What follows belongs to an exercise in optimizing a design on an open flow for small area and few clock cycles per item; a production flow would make more cautious choices.
Function was not checked in any run shown here: the RTL went through the layout flow alone.

## flow/design.v (module list and top-level ports; edited modules follow where they fit)
// module mac_prime2r: 809 lines
// module mac_benc: 10 lines
// module mac_nand2: 7 lines
// module mac_o22ai: 9 lines
// module mac_fa: 10 lines
// module mac_ha: 9 lines
// module mac_xnor: 7 lines
// module mac_or: 7 lines
// module mac_mux2: 8 lines
module mac_prime2r #(
  parameter int MAX_TERMS = 1024,
  parameter int CNT_W     = 11
) (
  input  logic         clk,
  input  logic         rst_n,
  input  logic         in_valid,
  output logic         in_ready,
  input  logic         in_last,
  input  logic [23:0]  a,
  input  logic [23:0]  b,
  output logic         out_valid,
  input  logic         out_ready,
  output logic [69:0]  c,
  output logic         err
);
  // ...
==> flow/flow/run.sh <==
#!/bin/bash
# Own layout flow: the standard flow (standard.sh), with the standard
# synthesis unchanged, then the layout steps with a few extra ORFS settings
# read from flow/knobs.txt (one VAR=value per line):
#  - port buffers are plain buffers instead of the default delay-cell choice,
#  - optional extra repair/recovery settings.
# Each step's full output goes to its own log file in this folder.
set -euo pipefail
here=$(pwd)
knobs=()
if [[ -f flow/knobs.txt ]]; then
  while IFS= read -r line; do
    [[ -z "$line" || "$line" == \#* ]] && continue
    knobs+=("$line")
  done < flow/knobs.txt
fi
bash standard.sh synth > "$here/flow_synth.log" 2>&1
bash standard.sh "${knobs[@]}" finish > "$here/flow_layout.log" 2>&1
test -s out/final.def
==> flow/flow/knobs.txt <==
BUFFER_PORTS_ARGS=-buffer_cell sky130_fd_sc_hd__buf_1
==> flow/standard.sh <==
#!/bin/bash
# synth_recipe.tcl (not shown) runs the flow's synth.tcl, then flattens the netlist and writes it again
# the make line also repeats each setting of config.mk as NAME=value (left out here)
make -C /OpenROAD-flow-scripts/flow DESIGN_CONFIG=/design/flow/config.mk WORK_HOME=/design/flow/orfs CLKGATE_MAP_FILE= SYNTH_SCRIPT=/design/flow/synth_recipe.tcl "${@:-finish}"
==> flow/config.mk <==
export PLATFORM = sky130hd
export DESIGN_NAME = mac_prime2r
export DESIGN_NICKNAME = mac_prime2r
export VERILOG_FILES = /design/flow/design.v
export SDC_FILE = /design/flow/constraint.sdc
export NUM_CORES = 4
export LEC_CHECK = 0
export CAP_MARGIN = 20
export CORE_MARGIN = 2
export CORE_UTILIZATION = 40
export GPL_TIMING_DRIVEN = 0
export SLEW_MARGIN = 20
export SYNTH_HIERARCHICAL = 1
==> flow/constraint.sdc <==
create_clock -name core_clock -period 8.0 [get_ports {clk}]
set_input_delay 1.6000 -clock core_clock [delete_from_list [all_inputs] [get_ports {clk}]]
set_output_delay 1.6000 -clock core_clock [all_outputs]
set_load 0.01 [all_outputs]
==> flow_summary.toml, run 1 <==
[cells_and_area]
antenna_cells = 3
final_area_mm2 = 0.0211
fill_cells = 3852
layout-drive-gt1-share = 0.161
nClkBuffers = 9

[floorplan]
initial_core_util = 0.405
core_mm2 = 0.0420
dieArea_mm2 = 0.0443
die_h_um = 210

[routing]
routed.top_layer = "met5"
drt_iter0_drc = 1464
post-route-drc-count = 0
viasPerCell = 6.04

[timing]
setup_viol = 0
holdWs_ns = 0.495

[run]
max_cap_viol_count = 0

[setup_path]
path_delay_family = "adder cells"
crit_buf_inv = 5
cp.depth = 26
reg2reg_slack_ns = 1.08

[synth]
synth_fa_ha_area_frac = 0.416
synth_edf_count = 0
synth_compound_area_frac = 0.137
yosys.area_share.simple = 0.111
yosys.area.top_type = "fa_1"
muxShareOfSynthArea = 0.0206

[clock_tree]
cts_sinks = 83
cts_buffers = 9
cts_tree = "built"
clk_path_buf_depth = 2

[placement]
hpwlAfterDp_mm = 43.4

[grt]
met2_usage = 0.421
met3_usage = 0.0629

[status]
outcome = "complete, no violations"
==> run 2: changes to the inputs <==
--- a/flow/config.mk
+++ b/flow/config.mk
@@ -10,3 +10,3 @@
 export CORE_UTILIZATION = 40
-export GPL_TIMING_DRIVEN = 0
+export GPL_TIMING_DRIVEN = 1
 export SLEW_MARGIN = 20
==> flow_summary.toml, run 2 <==
[status]
outcome = "complete, no violations"

[floorplan]
initial_core_util = 0.405
pin_count = 126
die_h_um = 210
dieArea_mm2 = 0.0443
core_mm2 = 0.0420
std_cell_rows = 75
fp.dieW_um = 210

[synth]
syn_inst = 1693
muxShareOfSynthArea = 0.0206
avgSynthCellArea_um2 = 10.1
yosys_most_used_dff = "dfxtp_1"
synth_compound_area_frac = 0.137
synth_common_cells = "xnor2_1 (354), fa_1 (302), o22ai_1 (276), nand2_1 (148), nor2_1 (86)"
synth_top_family_by_area = "adder cells"
synth_seq_cells = 83
yosysMostFrequentCell = "xnor2_1"
synth_fa_ha_area_frac = 0.416
synth_area_leaders = "fa_1 (35%), xnor2_1 (18%), o22ai_1 (10%)"
synth_xor_area_frac = 0.201
yosys_warnings = 8
synth_cell_type_count = 55
synthArstFlopShare = 0.157
yosys.area_share.simple = 0.111
synth_top_area_frac = 0.355
synth_edf_count = 0
synthesis.area_mm2 = 0.0170
yosys.area.top_type = "fa_1"
synth-seq-area-share = 0.101

[cells_and_area]
areaGrowthSynthToFinish_pct = 25.4
final_cell_mix = "xnor2_1 (341), fa_1 (299), o22ai_1 (273), buf_4 (273)"
nets = 2559
top_register = "acc_r"
largest_registers = "acc_r x70, cnt_r x10"
final_area_mm2 = 0.0214
largest_register_ffs = 70
layout-drive-gt1-share = 0.208
final_common_cell = "xnor2_1"

[routing]
vias = 15200
wl_met1_mm = 23.8
met3_length_mm = 4.57
drt_iter0_drc = 1537
post-route-drc-count = 0
viasPerCell = 5.70
wirelength_mm = 57.3
wl_per_cell_um = 21.5
routed.top_layer = "met5"
route.met2.wl_mm = 26.7
ant_nets = 0
dr.pass1.iters = 5

[setup_path]
endpoint_kind = "register"
arrival_ns = 8.07
slowest_delay_ns = 0.57
path_delay_family = "adder cells"
r2r_start = "out_valid_r"
required_ns = 8.27
crit_buf_inv = 6
cp.depth = 26
startpoint_type = "input pin"
reg2reg_slack_ns = 1.07
crit_path_max_fanout = 16
slowest_stage = "fa_1"
worstSetupPathType = "input pin to register"
reg2reg_depth = 25
crit_end = "acc_r[56]"
cp-startpoint = "out_ready"
reg2reg_to = "acc_r[56]"

[grt]
gr-usage-all-layers = 0.267
grt_start_max_net_pins = 52
grt_pass1_vias = 15700
grt_overflow_total = 0
grt_pass1_wl_mm = 90.7
antenna_found_initial = 6

[clock_tree]
cts_buffers = 9
cts_sinks = 83
cts_max_level = 3
clk_path_buf_depth = 2
hold_buffers = 0
cts_tree = "built"
insertion_delay_ns = 0.40
root_buffer = "clkbuf_16"
clkTransAtPathRegs_ns = 0.08
cts_setup_buffers = 0

[run]
max_cap_viol_count = 0

[hold_path]
hold_path_depth = 1
worstHoldStart = "err_r"
min_path_type = "register to register"

[timing]
setup_viol = 0
period_share = 0.976
slew_violations = 0
relSlewSlack = 0.531
fin_crit_ns = 7.81
clock_skew_ns = 0.0234
worst_slew_pin_slew_ns = 0.704
finalHoldViolations = 0
setup_tns_ns = 0
fmax_mhz = 128
grt_setup_unrepaired = "false"

[placement]
io_buffers = 125
hpwlAfterDp_mm = 47.9
dpl_cell_area_mm2 = 0.0209
routabilityCongestion = 0.958
==> run 2: cell counts after synthesis <==
Identical to the previous run, type by type.
==> run 2: kinds of logic after synthesis <==
logic type	after synthesis
AOI/OAI and AO/OA	357
xor gates and xnor gates	391
adders and majority gates	385
buffers and inverters	60
DFF	83
muxes	24
other	1
and+or+nand+nor	392
==> run 2: worst min-delay path by stage <==
stage	endpoint	slack, ns
finish	err_r	0.48
global route	err_r	0.51
CTS	err_r	0.49
detailed placement	err_r	0.47
global placement	err_r	0.45
floorplan	cnt_r[1]	0.46
==> run 2: final cells by class <==
| class | count | area [um2] |
|---|---|---|
| fill | 3908 | 20700 |
| multi-input combinational | 1556 | 15500 |
| clock buffer | 9 | 225 |
| clock inverter | 7 | 68.8 |
| inverter | 50 | 191 |
| antenna | 2 | 5.00 |
| sequential | 83 | 1730 |
| timing repair buffer | 421 | 2990 |
| tap | 539 | 674 |
==> run 2: metal layers <==
layer | GRT usage | vias to the layer above
met5 | 0 | -
met3 | 0.0518 | 125
li1 | - | 6799
met1 | 0.361 | 7596
met2 | 0.430 | 668
met4 | 0.0942 | 8
==> run 2: timing repair <==
action | CTS | global route
gates cloned | 1 | 2
gates resized for setup | 3 | 20
pin swaps | 1 | 3
setup endpoints to repair | 22 | 23
==> run 2: metrics by stage <==
stage / setup WS [ns] / instances / hold slack (ns) / util
after floorplan: -0.566 / 1696 / 0.464 / -
after global placement: -0.558 / 2646 / 0.453 / 0.498
after detailed placement: -0.613 / 2646 / 0.468 / 0.498
after CTS: 0.0143 / 2663 / 0.489 / 0.506
after global routing: 0.0101 / 2666 / 0.508 / 0.508
final: 0.194 / 2667 / 0.482 / 0.508
==> run 2: per-module statistics from Yosys, one instance, submodules excluded <==
module | cell area (um2) | cells
mac_prime2r | 4710 | 577
mac_benc | 30.0 | 4
mac_fa | 20.0 | 1
mac_mux2 | 15.0 | 1
mac_ha | 12.5 | 1
mac_xnor | 8.76 | 1
mac_o22ai | 6.26 | 1
mac_or | 6.26 | 1
mac_nand2 | 3.75 | 1

-- re-timing with driven ports --
The flow's constraints put no driver on any port. The routed layouts listed below were extracted and timed again, unchanged, in two steps. Step 1 sets driving cells, clkbuf_16 on the clock port and buf_2 on the other inputs (assumed; they add their load-dependent delay and slew). Step 2 moves the port delays by t, midway between the first and last clock arrival at a register: inputs arrive t later, outputs are due t later. That takes back most of the time a late clock gives input paths. Slacks: ideal / step 1 / step 2; pairs: ideal / step 1.
| run | t (ns) | setup WS [ns] | clock arrival spread, ns |
|---|---|---|---|
| run 1 | 0.452 | 0.160 / 0.161 / -0.290 | 0.014 / 0.015 |
| run 2 | 0.438 | 0.194 / 0.200 / -0.238 | 0.024 / 0.023 |
With both steps, setup timing fails in run 1 and run 2, where it was met with ideal ports. For run 1, which loses most, drivers alone change the setup slack by +0.001 ns; drivers and shift together by -0.450 ns.
